Context: an optimization exercise on an open-source flow, tuned for a short achievable clock period and few clock cycles per item. The choices shown serve that exercise and are no tape-out recipe. In this exercise RTL edits were held to simulation tests only and were not proved equivalent to the original. The clock input has no modelled driver; a real chip could not lean on it and would need a root buffer or a full tree. Power figures rest on the tool's default switching activity, not on a simulated workload.

==> flow/design.v (excerpt) <==
module primReplayTop (
   input  logic                    OSC_50_BANK6,
   input  logic                    rstN,
   input  logic                    hostReq,
   input  primTypesPkg::laneIdx_t  hostLane,
   input  primTypesPkg::primWord_t hostData,
   input  logic                    ctrlStart,
   input  logic                    startButtonN,
   input  logic                    rearmCmd,
   input  logic [3:0]              detectorUnderInit,
   input  logic                    txReady,
   output logic                    hostAck,
   output logic                    txValid,
   output primTypesPkg::primWord_t txData,
   output primTypesPkg::laneIdx_t  txLane,
   output primTypesPkg::laneMask_t refillIrq,
   output primTypesPkg::laneMask_t polling,
   output logic                    ECRST,
   output logic                    BCRST,
   output logic                    syncOut,
   output logic                    sysReady
);
==> module resetSequencer, before the edit <==
module resetSequencer (
   input  logic OSC_50_BANK6,
   input  logic rstN,
   input  logic rearmCmd,
   output logic clearActive,
   output logic clearNext,      
   output logic sysReady
);
   localparam int CntW = $clog2(650 + 1);
   ctrlTypesPkg::rstPhase_t phase;
   ctrlTypesPkg::rstPhase_t phaseNext;
   logic [CntW-1:0] cycleCnt;    
   logic [CntW-1:0] cycleCntNext;
   logic            clearSoon;
   always_comb begin
      phaseNext    = phase;
      cycleCntNext = cycleCnt;
      case (phase)
         ctrlTypesPkg::Idle: begin
            cycleCntNext = '0;
            phaseNext    = ctrlTypesPkg::Hold;
         end
         ctrlTypesPkg::Hold: begin
            if (cycleCnt < CntW'(200)) begin
               cycleCntNext = cycleCnt + 1'b1;
            end else begin
               phaseNext = ctrlTypesPkg::Clear;
            end
         end
         ctrlTypesPkg::Clear: begin
            if (cycleCnt < CntW'(650)) begin
               cycleCntNext = cycleCnt + 1'b1;
            end else begin
               phaseNext = ctrlTypesPkg::Armed;
            end
         end
         default: begin    
            if (rearmCmd) begin
               phaseNext = ctrlTypesPkg::Idle;
            end
         end
      endcase
   end
   always_comb begin
      clearSoon = 1'b0;
      case (phaseNext)
         ctrlTypesPkg::Hold:  clearSoon = (cycleCntNext >= CntW'(200));
         ctrlTypesPkg::Clear: clearSoon = (cycleCntNext < CntW'(650));
         default:             clearSoon = 1'b0;
      endcase
   end
   always_ff @(posedge OSC_50_BANK6 or negedge rstN) begin
      if (!rstN) begin
         phase       <= ctrlTypesPkg::Idle;
         cycleCnt    <= '0;
         clearActive <= 1'b0;
         clearNext   <= 1'b0;
         sysReady    <= 1'b0;
      end else begin
         clearNext   <= clearSoon;
         phase       <= phaseNext;
         cycleCnt    <= cycleCntNext;
         clearActive <= (phaseNext == ctrlTypesPkg::Clear);
         sysReady    <= (phaseNext == ctrlTypesPkg::Armed);
      end
   end
endmodule
export LEC_CHECK = 0
export ABC_CLOCK_PERIOD_IN_PS = 1500
export CAP_MARGIN = 20
export CORE_MARGIN = 2
export CORE_UTILIZATION = 45
export SETUP_SLACK_MARGIN = 2.6
export SLEW_MARGIN = 20
create_clock -name core_clock -period 5.0 [get_ports {OSC_50_BANK6}]
standard.sh (not shown) runs the stock make flow with config.mk's settings and CLKGATE_MAP_FILE= SYNTH_SCRIPT=/design/flow/synth_recipe.tcl, a recipe that flattens the netlist after the stock synthesis.
==> flow/flow/run.sh <==
#!/bin/bash
# The standard layout, with the clock tree built by pre_cts.tcl instead of
# TritonCTS, and the port buffers made buf_8 cells from the start (instead of
# the smallest buffer, which repair then has to grow). make's output goes to
# make_finish.log here; each ORFS step keeps its own log under orfs/logs.
set -euo pipefail
work=$(pwd)
bash standard.sh PRE_CTS_TCL="$work/flow/pre_cts.tcl" \
  BUFFER_PORTS_ARGS="-buffer_cell sky130_fd_sc_hd__buf_8" finish > "$work/make_finish.log" 2>&1
Other scripts of this flow, unchanged in this note and not shown: flow/flow/clock_plan.py, flow/flow/pre_cts.tcl
Testbench counts at the start, summed over its fixed seeds: cycles 23,760, items 9,584.
Next try:
--- a/flow/design.v
+++ b/flow/design.v
@@ -375,9 +375,8 @@
    ctrlTypesPkg::rstPhase_t phase;
    ctrlTypesPkg::rstPhase_t phaseNext;
    logic [CntW-1:0] cycleCnt;    
    logic [CntW-1:0] cycleCntNext;
-   logic            clearSoon;
    always_comb begin
       phaseNext    = phase;
       cycleCntNext = cycleCnt;
       case (phase)
@@ -405,28 +404,19 @@
             end
          end
       endcase
    end
-   always_comb begin
-      clearSoon = 1'b0;
-      case (phaseNext)
-         ctrlTypesPkg::Hold:  clearSoon = (cycleCntNext >= CntW'(200));
-         ctrlTypesPkg::Clear: clearSoon = (cycleCntNext < CntW'(650));
-         default:             clearSoon = 1'b0;
-      endcase
-   end
+   assign clearNext = (phaseNext == ctrlTypesPkg::Clear);
    always_ff @(posedge OSC_50_BANK6 or negedge rstN) begin
       if (!rstN) begin
          phase       <= ctrlTypesPkg::Idle;
          cycleCnt    <= '0;
          clearActive <= 1'b0;
-         clearNext   <= 1'b0;
          sysReady    <= 1'b0;
       end else begin
-         clearNext   <= clearSoon;
          phase       <= phaseNext;
          cycleCnt    <= cycleCntNext;
-         clearActive <= (phaseNext == ctrlTypesPkg::Clear);
+         clearActive <= clearNext;
          sysReady    <= (phaseNext == ctrlTypesPkg::Armed);
       end
    end
 endmodule
Effect: Via count went down slightly. Cell count stays flat. Routed wire length went down by a few percent. Maximum frequency fell slightly. Final area barely changes. Core utilization is about the same. Global-route usage decreases by 0.49 points. Sequential power increases by a quarter to a third. Clock skew is higher by 0.020 ns. Setup slack is worse by 0.018 ns. Critical path depth went up by 3.
Testbench counts after the change, summed over its fixed seeds: cycles 23,760, items 9,584.
In every run of this note, the design's own scripts or RTL, not TritonCTS, make the clock network.

static timing again, ports no longer ideal:
The results above use ideal ports. As a check the final layouts listed here were re-extracted and re-timed, cells and wires unchanged.
Step 1: set_driving_cell puts a clkbuf_16 on OSC_50_BANK6 and a buf_2 on each other input, an assumption about the parent block.
Step 2 adds t to the input delays and takes it off the output delays; t is the mean of the earliest and latest rising clock arrival at the registers after step 1. Input paths then give back, and output paths get back, about the clock's delay inside the block.
a / b / c = no drivers / after step 1 / after step 2; a / b = the first two.
| run | t, ns | slack for setup (ns) | cell pins on the clock port's net |
|---|---|---|---|
| the first run | 0.973 | 2.231 / 2.231 / 1.378 | 1 |
| the second run | 0.952 | 2.214 / 2.214 / 1.577 | 1 |
After both steps every run listed still meets setup and hold. The setup slack of the first run, which loses most, moves by 0.000 ns with the drivers and by -0.853 ns with both steps.
